Source: an optimization exercise on an open RTL-to-GDS flow (aim: small area and a short achievable clock period). Production flows keep margins and buffers that such runs may drop. Where RTL was checked, it was by simulation tests only, not by an equivalence proof against the original. Power and IR drop assume default switching activity.

==> flow/design.v (excerpt) <==
module csr_unit (
    input  logic                      clk,
    input  logic                      rst,
    input  logic                      new_request,
    input  logic [12-1:0]    csr_addr,
    input  logic [1:0]                csr_op,
    input  logic [32-1:0]      rs1,
    input  logic                      read_regs,
    input  logic                      commit,
    input  logic                      exception_valid,
    input  logic [4-1:0]   exception_code,
    input  logic [32-1:0]      exception_pc,
    input  logic                      mret,
    input  logic                      instruction_complete,
    output logic                      csr_exception,
    output logic [32-1:0]      wb_csr,
    output logic [32-1:0]      trap_pc,
    output logic [32-1:0]      csr_mepc,
    output logic [1:0]                current_privilege
);
    logic        pm;
    logic        pm_dec;
    logic        mie, mpie;
    logic [1:0]  mpp;
    logic [31:2] mtvec;
    logic [31:2] mepc;
    logic [31:0] mcause;
    logic [31:0] mscratch;
    logic [63:0] mcycle;
    logic [63:0] minstret;
    logic        instret_inc;
    logic [11:0] a;
    assign a = csr_addr;
    csr_illegal illegal_i (
        .a           (a),
        .new_request (new_request),
        .pm          (pm_dec),
        .illegal     (csr_exception)
    );
    logic [31:0] wd, wdr;
    always_comb begin
        case (csr_op)
            2'b10:   wd = wb_csr | rs1;
            2'b11:   wd = wb_csr & ~rs1;
            default: wd = rs1;
        endcase
    end
    assign wdr = wd & {32{!rst}};
    logic we_mstatus, en_mtvec, en_mscratch, en_mepc, en_mcause;
    logic sel_cyc_lo, sel_cyc_hi, sel_ins_lo, sel_ins_hi, ncin_cyc, ncin_ins;
    logic s_st, s_isa, s_tv, s_sc, s_ep, s_ca, s_cl, s_ch, s_il, s_ih;
    csr_wdec wdec_i (
        .a           (a),
        .read_regs   (read_regs),
        .commit      (commit),
        .pm          (pm),
  ...
clock: 4.2 ns
lec_check: 0
cap_margin: 20
core_margin: 2
core_utilization: 40
cts_buf_list: sky130_fd_sc_hd__clkbuf_8
cts_cluster_diameter: 60
cts_cluster_size: 12
setup_slack_margin: 1.8
slew_margin: 20
synth_hierarchical: 1
tns_end_percent: 10
standard.sh (not shown) runs the stock make flow with config.mk's settings and CLKGATE_MAP_FILE= SYNTH_SCRIPT=/design/flow/synth_recipe.tcl, a recipe that flattens the netlist after the stock synthesis.
==> flow/flow/run.sh <==
#!/bin/bash
# Standard layout (standard.sh) with these changes:
# - the port buffers are inserted as buf_1 (later repair sizes them up where needed);
# - before floorplan, every combinational cell off the csr_exception path is set to
#   the smallest drive strength of its function (downsize.tcl); the floorplan,
#   placement and CTS repair steps then size up what timing, slew and capacitance need;
# - after global placement, the input buffers feeding the csr_exception path are
#   set to buf_8 (portbuf.tcl).
# ORFS writes each step's full log under orfs/logs/; make's output goes to standard.log.
set -euo pipefail
here="$(cd "$(dirname "${BASH_SOURCE[0]}")" && pwd)"
export BUFFER_PORTS_ARGS="-buffer_cell sky130_fd_sc_hd__buf_1"
export PRE_FLOORPLAN_TCL="$here/downsize.tcl"
export POST_GLOBAL_PLACE_TCL="$here/portbuf.tcl"
bash standard.sh finish > standard.log 2>&1
Other scripts of this flow, unchanged in this note and not shown: flow/flow/cone.tcl, flow/flow/downsize.tcl, flow/flow/portbuf.tcl
Rerun with:
--- a/flow/config.mk
+++ b/flow/config.mk
@@ -13,5 +13,4 @@
 export CTS_CLUSTER_SIZE = 12
-export SETUP_SLACK_MARGIN = 1.8
+export SETUP_SLACK_MARGIN = 1.7
 export SLEW_MARGIN = 20
 export SYNTH_HIERARCHICAL = 1
-export TNS_END_PERCENT = 10
=>
- fmax goes up by about 1.7%
- core utilization is about the same
- non-clock buffer count does not change
- critical path depth rises by 2
- setup slack gets better by 0.043 ns
- final area stays flat
- combinational power drops by about 1%
- wire length shrinks by 1.3%

* * *

Setup of maple:
csr_unit again, from the RTL that the note above started with.
export LEC_CHECK = 0
export CAP_MARGIN = 20
export CORE_MARGIN = 2
export CORE_UTILIZATION = 40
export CTS_BUF_LIST = sky130_fd_sc_hd__clkbuf_8
export CTS_CLUSTER_DIAMETER = 60
export CTS_CLUSTER_SIZE = 12
export SETUP_SLACK_MARGIN = 1.85
export SLEW_MARGIN = 20
export SYNTH_HIERARCHICAL = 1
create_clock -name core_clock -period 4.2 [get_ports {clk}]
Scripts as last shown in full above: flow/flow/run.sh
Other scripts of this flow, unchanged in this note and not shown: flow/flow/cone.tcl, flow/flow/downsize.tcl, flow/flow/portbuf.tcl
maple reached the final stage; the timing, DRC and antenna checks on its layout passed.
Setup changes, maple to cedar
Settings: SETUP_SLACK_MARGIN changed from 1.85 to 1.7.
Results
Taking maple as the reference point, the share of total power in the clock network of cedar rises by 1.0 points.
In terms of clock input transition at the sequential cells of the worst setup and hold paths, cedar and maple differ only marginally.
Summary of cedar over maple: fmax dropped 0.84%, register-to-register slack dropped 0.08 ns.
cedar ends up with a post-route clock period utilization that is 0.51 points higher than in maple.
Instance count after placement with tap cells included delta (cedar -> maple): insignificant
maple consumes less power than cedar.
The final design instance area without fill of cedar and that of maple are within noise of each other.

* * *

Another version of the RTL of csr_unit (not shown whole).
For scale: about 1700 cells after synthesis, roughly 290 flip-flops, about 190 I/O pins, ~15000 µm² of cells after synthesis.
Settings: LEC_CHECK=0, CAP_MARGIN=20, CORE_MARGIN=2, CORE_UTILIZATION=40, CTS_BUF_LIST=sky130_fd_sc_hd__clkbuf_8, CTS_CLUSTER_DIAMETER=60, CTS_CLUSTER_SIZE=20, SETUP_SLACK_MARGIN=1.75, SLEW_MARGIN=20, SYNTH_HIERARCHICAL=1; clock period 4.2 ns.
==> flow/flow/run.sh <==
#!/bin/bash
# Standard layout, with the port buffers inserted as buf_1 (the resizer sizes them up where timing needs it)
set -euo pipefail
export BUFFER_PORTS_ARGS="-buffer_cell sky130_fd_sc_hd__buf_1"
bash standard.sh finish > standard.log 2>&1
Change:
--- a/flow/config.mk
+++ b/flow/config.mk
@@ -11,3 +10,0 @@
-export CTS_BUF_LIST = sky130_fd_sc_hd__clkbuf_8
-export CTS_CLUSTER_DIAMETER = 60
-export CTS_CLUSTER_SIZE = 20
What happened:
- sequential share of layout area came out lower by 1.3 points
- cell count climbs by 0.81%
- register-to-register slack is better by 20 ps
- area after synthesis is unchanged
- worst hold slack gets better by 52 ps
No functional check of the RTL was part of any run of this note.

re-timing with driven ports:
The results above use ideal ports. As a check the final layouts listed here were re-extracted and re-timed, cells and wires unchanged.
Step 1 (the two cells are an assumption about what drives the block):
set clk [get_ports {clk}]
set_driving_cell -lib_cell sky130_fd_sc_hd__clkbuf_16 $clk
set_driving_cell -lib_cell sky130_fd_sc_hd__buf_2 [delete_from_list [all_inputs] $clk]
Step 2 adds t to the input delays and takes it off the output delays; t is the mean of the earliest and latest rising clock arrival at the registers after step 1. Input paths then give back, and output paths get back, about the clock's delay inside the block.
a / b / c = ideal / step 1 / step 2; a / b = the first two.
run | t, ns | setup WS [ns] | hold WS [ns] | worst setup path at the end | worst slew at a driven data input, ns
the first run of note 1 | 0.642 | 1.686 / 1.688 / 1.062 | 0.457 / 0.437 / 0.498 | input to register | 0.07
the second run of note 1 | 0.635 | 1.729 / 1.684 / 1.164 | 0.486 / 0.485 / 0.486 | input to register | 0.07
maple | 0.641 | 1.683 / 1.644 / 1.126 | 0.471 / 0.456 / 0.493 | input to register | 0.08
cedar | 0.631 | 1.662 / 1.680 / 1.050 | 0.497 / 0.492 / 0.497 | input to register | 0.07
the first run of note 3 | 0.635 | 1.687 / 1.626 / 1.222 | 0.433 / 0.419 / 0.486 | input to register | 0.07
the second run of note 3 | 0.605 | 1.721 / 1.675 / 1.251 | 0.486 / 0.472 / 0.486 | input to register | 0.07
After both steps setup and hold are still met in every run listed. For the first run of note 1, which loses most, drivers alone change the setup slack by +0.002 ns; drivers and shift together by -0.624 ns.
